This is an optimization exercise on Yosys and OpenROAD, whose aim is small area, a short achievable clock period and few clock cycles per item, not a production implementation. No run shown here included a check of the RTL's function; only the layout flow was run. Power figures rest on the tool's default switching activity, not on a simulated workload.

==> flow/design.v (outline; a module is shown in full before it is edited, if it fits) <==
// module tpu_dot4_a: 410 lines
// module tpu_dot4_b: 237 lines
// module tpu_top: 170 lines
module tpu_top
(
    input  logic        clk,
    input  logic        rst,
    input  logic        psel,
    input  logic        penable,
    input  logic        pwrite,
    input  logic [7:0]  paddr,
    input  logic [31:0] pwdata,
    output logic [31:0] prdata,
    output logic        pready,
    output logic        pslverr
);
  // ...
==> flow/flow/run.sh <==
#!/bin/bash
set -euo pipefail
bash standard.sh SETUP_SLACK_MARGIN=6.8 MATCH_CELL_FOOTPRINT=0 \
    "BUFFER_PORTS_ARGS=-buffer_cell sky130_fd_sc_hd__buf_2" finish > flow_make.log 2>&1
==> flow/standard.sh <==
#!/bin/bash
# synth_recipe.tcl (not shown) runs the flow's synth.tcl, then flattens the netlist and writes it again
# the make line also repeats each setting of config.mk as NAME=value (left out here)
make -C /OpenROAD-flow-scripts/flow DESIGN_CONFIG=/design/flow/config.mk WORK_HOME=/design/flow/orfs CLKGATE_MAP_FILE= SYNTH_SCRIPT=/design/flow/synth_recipe.tcl "${@:-finish}"
==> flow/config.mk <==
export PLATFORM = sky130hd
export DESIGN_NAME = tpu_top
export DESIGN_NICKNAME = tpu_top
export VERILOG_FILES = /design/flow/design.v
export SDC_FILE = /design/flow/constraint.sdc
export NUM_CORES = 4
export LEC_CHECK = 0
export CAP_MARGIN = 20
export CORE_MARGIN = 2
export CORE_UTILIZATION = 55
export SLEW_MARGIN = 20
==> flow/constraint.sdc <==
create_clock -name core_clock -period 10.0 [get_ports {clk}]
set_input_delay 2.0000 -clock core_clock [delete_from_list [all_inputs] [get_ports {clk}]]
set_output_delay 2.0000 -clock core_clock [all_outputs]
set_load 0.01 [all_outputs]
==> impl_metrics.toml, run 1 <==
[final_layout]
final-seq-area_sq_um = 12360
final_cell_mix = "dfxtp_1 (444), nor2_1 (317), mux2i_1 (275)"
antenna_cells = 7
largest_class = "multi-input gates"
multi_input_area_share = 0.4546
fin_area_sq_um = 31380
num-nonclk-inverters = 241

[worst_setup_path]
cp_max_fo = 13
r2r_cells = 11
crit_buf_inv = 2
endpoint_kind = "primary output"
required_ps = 8000

[placed_design]
io_buffers = 54
place_congestion = 0.8504
dp_hpwl_um = 49590

[route]
drt_iter0_markers = 1345
wl_per_cell_um = 22.43
via_per_inst = 5.547
antenna_left = 1

[synth]
synth_enable_flop_cells = 112
synth_flop_cell = "dfxtp_1"
ys_seq_area_frac = 0.4414
syn_nets = 2895

[timing]
timing.setup.tns_ps = 0
report.final.setup_viol = 0

[status]
check.faults = "antenna rules"
outcome = "finished with violations"

[hold_path]
hold_path.class = "flip-flop to flip-flop"

[clock_network]
cts.path.max_buffers = 3

[grt]
grt_max_degree = 105
grt_use_met2 = 0.4572

[power]
p_seq_w = 0.00231
maxPowerGroup = "registers"
==> run 2: changes to the inputs <==
--- a/flow/config.mk
+++ b/flow/config.mk
@@ -5,6 +5,7 @@
 export SDC_FILE = /design/flow/constraint.sdc
 export NUM_CORES = 4
 export LEC_CHECK = 0
+export ABC_AREA = 1
 export CAP_MARGIN = 20
 export CORE_MARGIN = 2
 export CORE_UTILIZATION = 55
==> impl_metrics.toml, run 2 <==
[die]
initial_core_util = 0.5534
coreArea_sq_um = 50990
ios = 79
dieArea_sq_um = 53130
die_w_um = 230.5
row_count = 83
die_y_um = 230.5

[synth]
synth_top_area_share = 0.3186
syn_nets = 3578
netlist_area_sq_um = 28220
ys_seq_area_frac = 0.4377
synth_enable_flop_cells = 112
synth_cells = 3269
ys_top_cells_by_count = "nand2_1 (638), nor2_1 (512), inv_1 (500), dfxtp_1 (449), fa_1 (223)"
synth.most_common_cell = "nand2_1"
yosysWarnings = 11
yosys.cell_types.count = 44
synth_top_cell_by_area = "dfxtp_1"
syn_area_per_cell_sq_um = 8.632
ys_ff_latch = 561
synth_area_leaders = "dfxtp_1 (32%), fa_1 (16%), edfxtp_1 (12%), nand2_1 (8.5%), nor2_1 (6.8%)"
async_reset_ff_frac = 0
synth_flop_cell = "dfxtp_1"

[worst_setup_path]
cp_cell_sequence = "buf_6 -> clkbuf_16 -> buf_6"
crit_buf_inv = 3
critPathArrivalTime_ps = 1360
cp_max_fo = 6
crit_family = "buffers and inverters"
endpoint_kind = "primary output"
r2r_cells = 7
r2r-end = "mq[79]"
crit_path_max_incr_delay_ps = 350
worst_path_most_repeated_cell = "buf_6"
cp.depth = 3
crit_slowest_cell = "dfxtp_4"
crit_path_end = "prdata[31]"
crit_path_start_kind = "flip-flop"
reg2reg_from = "aq[1][1]"
worst-r2r-setup-slack_ps = 6890
crit_type = "flip-flop to primary output"
required_ps = 8000
critPathLaunch = "rd_q[7]"

[timing]
finalMaxSlewViolations = 0
post-route-period-util = 0.3364
finalHoldViolCount = 0
timing.setup.tns_ps = 0
period_needed_ps = 3364
report.final.setup_viol = 0
rsz0062_at_grt = "true"
clock.fmax_mhz = 297.3
tightest_slew_ps = 1010
setup_slack_ps = 6636
relSlewSlack = 0.3267
skew_ps = 13.28

[final_layout]
layout-drive-gt1-share = 0.1009
final_util = 0.6245
n_fill_cell = 4349
final_cell_mix = "nand2_1 (623), inv_1 (487), nor2_1 (484)"
final_common_cell = "nand2_1"
antenna_cells = 0
fin_area_sq_um = 31840
reg_top3 = "aq (128), wq (128), mq (127)"
syn_to_final_growth_pct = 12.85
finish.net_count = 3571

[clock_network]
clock-sinks = 561
clkTransAtPathRegs_ps = 70
cts-buffers-inserted = 58
cts_tree = "yes"
cts_max_level = 2
ctsRootBufferMaster = "clkbuf_16"
clock_latency_ps = 630
cts.path.max_buffers = 3

[placed_design]
place_congestion = 0.9210
place_area_sq_um = 29050
pre_cts_slack_ps = 5733
io_buffers = 54
dp_hpwl_um = 53370

[grt]
grt_max_degree = 129
overflow = 0
grt_pass1_wl_um = 122400
grt_use_total = 0.3021
first_global_vias = 21136
antenna_found_initial = 1

[route]
via_per_inst = 5.381
vias = 21472
drc = 0
wl_per_cell_um = 19.84
drt_iter0_markers = 1743
first_pass_iters = 5
antenna_left = 0
wl_um = 79180

[status]
outcome = "timing/DRC/antenna clean"

[hold_path]
min-delay-start = "pz2"
hold_path.class = "flip-flop to flip-flop"

[job]
cap_violations = 0

[power]
power.total_w = 0.004806
p_per_area_nw_per_um2 = 150.9
leakagePower_nw = 14.53
ir_drop_mv = 0.1360
-- run 2: power by group --
part / internal (W) / total [W] / switching (W)
clock network: 0.00136 / 0.00230 / 0.000938
registers: 0.00230 / 0.00231 / 0.00000805
logic: 0.0000536 / 0.000198 / 0.000144
-- run 2: routing by layer --
| layer | vias to the layer above | share of wire | GRT usage |
|---|---|---|---|
| met5 | - | 0 | 0 |
| met4 | 0 | 0.033 | 0.09214 |
| met3 | 165 | 0.072 | 0.05287 |
| met2 | 776 | 0.46 | 0.4947 |
| met1 | 10441 | 0.43 | 0.4120 |
| li1 | 10090 | - | - |
-- run 2: worst min path at each step --
stage / end / slack [ps] / depth (start not counted)
floorplan: pz3 / 310 / 0
global placement: pz3 / 310 / 0
detailed placement: pz3 / 340 / 0
CTS: pz3 / 350 / 0
global route: pz3 / 350 / 0
finish: pz3 / 350 / 0
-- run 2: worst register-to-register path, cell delays in order, from the launching register on --
cell	delay, ps
dfxtp_1	820
nand2_1	120
inv_1	100
fa_1	430
fa_1	490
inv_1	50
fa_1	400
fa_1	550
-- run 2: layout make-up --
| type | instances | area [sq um] | area share |
|---|---|---|---|
| clock buffer | 84 | 1770 | 0.05560 |
| clock inverter | 24 | 279.0 | 0.008762 |
| inverter | 510 | 1943 | 0.06102 |
| multi-input combinational | 2013 | 13620 | 0.4277 |
| sequential | 561 | 12360 | 0.3881 |
| tap | 680 | 850.8 | 0.02672 |
| timing repair buffer | 116 | 1006 | 0.03159 |
| timing repair inverter | 2 | 15.01 | 0.0004715 |
-- run 2: repair_timing --
action,4_1_cts,5_1_grt
gates resized for setup,34,58
endpoints found under the setup margin,257,369
buffers inserted,13,24
hold buffers,0,0
gates cloned,2,2
pin swaps,0,15
-- run 2: stage by stage --
stage               hold slack, ps  cells
floorplan                    309.6   3269
global placement             314.5   3841
detailed placement           335.4   3841
CTS                          351.5   3964
global route                 353.6   3990
finish                       354.2   3990
-- run 2: kinds of logic after synthesis --
| family | Yosys count | synth area share |
|---|---|---|
| simple gates | 1289 | 0.1810 |
| buf+inv | 696 | 0.09627 |
| flops | 561 | 0.4377 |
| compound gates | 374 | 0.07853 |
| fa+ha+maj | 264 | 0.1764 |
| mux | 64 | 0.02270 |
| xor+xnor | 21 | 0.007317 |
==> run 3: changes to the inputs <==
==> flow/flow/run.sh (replaced) <==
#!/bin/bash
set -euo pipefail
bash standard.sh SETUP_SLACK_MARGIN=7.0 MATCH_CELL_FOOTPRINT=0 \
    "BUFFER_PORTS_ARGS=-buffer_cell sky130_fd_sc_hd__buf_2" finish > flow_make.log 2>&1
--- a/flow/config.mk
+++ b/flow/config.mk
@@ -5,7 +5,6 @@
 export SDC_FILE = /design/flow/constraint.sdc
 export NUM_CORES = 4
 export LEC_CHECK = 0
-export ABC_AREA = 1
 export CAP_MARGIN = 20
 export CORE_MARGIN = 2
 export CORE_UTILIZATION = 55
==> impl_metrics.toml, run 3 <==
[status]
outcome = "timing/DRC/antenna clean"

[final_layout]
reg_top3 = "aq (128), wq (128), mq (127)"
final_cell_mix = "dfxtp_1 (434), nor2_1 (280), mux2i_1 (263)"
instances_no_fill = 3348
layout-drive-gt1-share = 0.1990
finish.net_count = 2940
final_common_cell = "dfxtp_1"
syn_to_final_growth_pct = 19.48

[route]
first_pass_iters = 9
vias = 18990
wl_per_cell_um = 23.38
drt_iter0_markers = 1544
drc = 0
wl_um = 78290
via_per_inst = 5.672
antenna_left = 0

[timing]
rsz0062_at_grt = "true"
finalHoldViolCount = 0
timing.setup.tns_ps = 0
relSlewSlack = 0.3149
post-route-period-util = 0.3247
finalMaxSlewViolations = 0
skew_ps = 33.86
report.final.setup_viol = 0
period_needed_ps = 3247
tightest_slew_ps = 1024
clock.fmax_mhz = 307.9

[grt]
grt_pass1_wl_um = 117100
overflow = 0
antenna_found_initial = 4
grt_max_degree = 104
grt_use_total = 0.2953
first_global_vias = 19109

[clock_network]
cts-buffers-inserted = 57
cts.path.max_buffers = 3
ctsRootBufferMaster = "clkbuf_16"
clock-sinks = 561
clkTransAtPathRegs_ps = 60
clock_latency_ps = 630
cts_hold_buf = 0
cts_tree = "yes"
cts_max_level = 2

[worst_setup_path]
required_ps = 8000
crit_path_start_kind = "flip-flop"
critPathArrivalTime_ps = 1250
cp_max_fo = 13
endpoint_kind = "primary output"
crit_type = "flip-flop to primary output"

[die]
ios = 79
coreArea_sq_um = 50170
row_count = 82
die_y_um = 229.6
die_w_um = 229.6
dieArea_sq_um = 52700
initial_core_util = 0.5578

[job]
cap_violations = 0

[synth]
ys_top_cells_by_count = "dfxtp_1 (449), nor2_1 (321), mux2i_1 (277), inv_1 (240), fa_1 (223)"
synth.most_common_cell = "dfxtp_1"
synth_enable_flop_cells = 112
async_reset_ff_frac = 0
synth_cells = 2586
synth_top_cell_by_area = "dfxtp_1"
netlist_area_sq_um = 27980
synth_area_leaders = "dfxtp_1 (32%), fa_1 (16%), edfxtp_1 (12%), mux2i_1 (9.9%), nor2_1 (4.3%)"
yosys.cell_types.count = 65
ys_ff_latch = 561
ys_seq_area_frac = 0.4414
synth_flop_cell = "dfxtp_1"
yosysWarnings = 11
syn_area_per_cell_sq_um = 10.82
syn_nets = 2895
synth_top_area_share = 0.3212

[power]
power.total_w = 0.004654
p_per_area_nw_per_um2 = 139.2
ir_drop_mv = 0.1350
leakagePower_nw = 12.21

[placed_design]
io_buffers = 54
dp.cells = 3138
place_congestion = 0.8560
dp_hpwl_um = 49950

[hold_path]
hold_path.class = "flip-flop to flip-flop"
## run 3: logic make-up (layout without fill, tap and decap cells)
family,after synthesis,count (layout),synth area share
multiplexers,335,335,0.1305
AND/OR/NAND/NOR,726,730,0.1182
adder cells (fa/ha/maj),264,264,0.1779
XOR/XNOR,22,22,0.007467
buffers and inverters,433,517,0.06278
AO/OA/AOI/OAI,245,245,0.06184
flip-flops,561,561,0.4414
other,0,2,0
## run 3: per-layer routing
metal	up-vias	track usage	wire, um
li1	8578	-	-
met1	9581	0.4068	33650
met2	676	0.4790	36770
met3	155	0.04382	5201
met4	0	0.1013	2660
met5	-	0	0
## run 3: report_power, final
| group | total (W) | switching (W) | leakage (nW) | internal [W] |
|---|---|---|---|---|
| sequential | 0.00231 | 0.00000913 | 4.45 | 0.00230 |
| clock | 0.00211 | 0.000886 | 0.901 | 0.00122 |
| combinational | 0.000235 | 0.000148 | 6.86 | 0.0000875 |
## run 3: what timing repair did
| item | 4_1_cts | 5_1_grt |
|---|---|---|
| pin swaps | 54 | 55 |
| cloned | 8 | 5 |
| buffers inserted | 67 | 26 |
| endpoints found under the setup margin | 423 | 412 |
| gates resized for setup | 137 | 148 |
## run 3: through the flow
| step | instance area, sq um | hold slack (ps) | setup WS, ps | utilization |
|---|---|---|---|---|
| 2_1_floorplan | 28630 | 309.6 | 6535 | - |
| 3_3_place_gp | 28900 | 311.4 | 4976 | 0.5760 |
| 3_5_place_dp | 28900 | 314.6 | 4890 | 0.5760 |
| 4_1_cts | 32390 | 327.6 | 6734 | 0.6455 |
| 5_1_grt | 33430 | 347.9 | 6709 | 0.6663 |
| 6_report | 33430 | 326.4 | 6753 | 0.6664 |
## run 3: area by class of cell
cell class / instances / area [sq um]
flip-flops and latches: 561 / 12390
clock inverters: 18 / 203.9
inverters: 241 / 908.4
repair buffers: 174 / 2117
well taps: 672 / 840.8
diodes: 2 / 5.005
multi-input cells: 1596 / 15340
fillers: 3786 / 16740
clock buffers: 84 / 1628
## run 3: worst max-delay path, stage by stage, from the launching register on
cell and delay [ps]:
dfxtp_4 350, buf_12 140, buf_2 140
## run 3: path summary, 6_finish.rpt
path	end	depth (start not counted)	startpoint	slack (ps)
max	prdata[22]	2	rd_q[7]	6750
min	pz3	0	pz2	330
max reg2reg	res[12][2]	12	rq0[0]	6920
min reg2reg	pz3	0	pz2	330

-- afterwards: timing with drivers on the ports --
No port has a modelled driver above. Below, the same layouts with a new extraction and two added sets of constraints. Step 1 (the two cells are an assumption about what drives the block):
set clk [get_ports {clk}]
set_driving_cell -lib_cell sky130_fd_sc_hd__clkbuf_16 $clk
set_driving_cell -lib_cell sky130_fd_sc_hd__buf_2 [delete_from_list [all_inputs] $clk]
Step 2 adds t to the input delays and takes it off the output delays; t is the mean of the earliest and latest rising clock arrival at the registers after step 1. Input paths then give back, and output paths get back, about the clock's delay inside the block. Three values: ideal ports, drivers, drivers and shift; two values: the first two.
run	t (ns)	setup slack, ns	hold WS [ns]	clock arrival spread, ns	worst data-port slew with drivers (ns)
run 1	0.684	6.719 / 6.661 / 6.185	0.332 / 0.332 / 0.332	0.034 / 0.034	0.06
run 2	0.681	6.636 / 6.579 / 6.090	0.354 / 0.354 / 0.354	0.018 / 0.018	0.05
run 3	0.670	6.753 / 6.694 / 6.078	0.326 / 0.326 / 0.326	0.035 / 0.034	0.20
For run 3, which loses most, drivers alone change the setup slack by -0.059 ns; drivers and shift together by -0.675 ns.
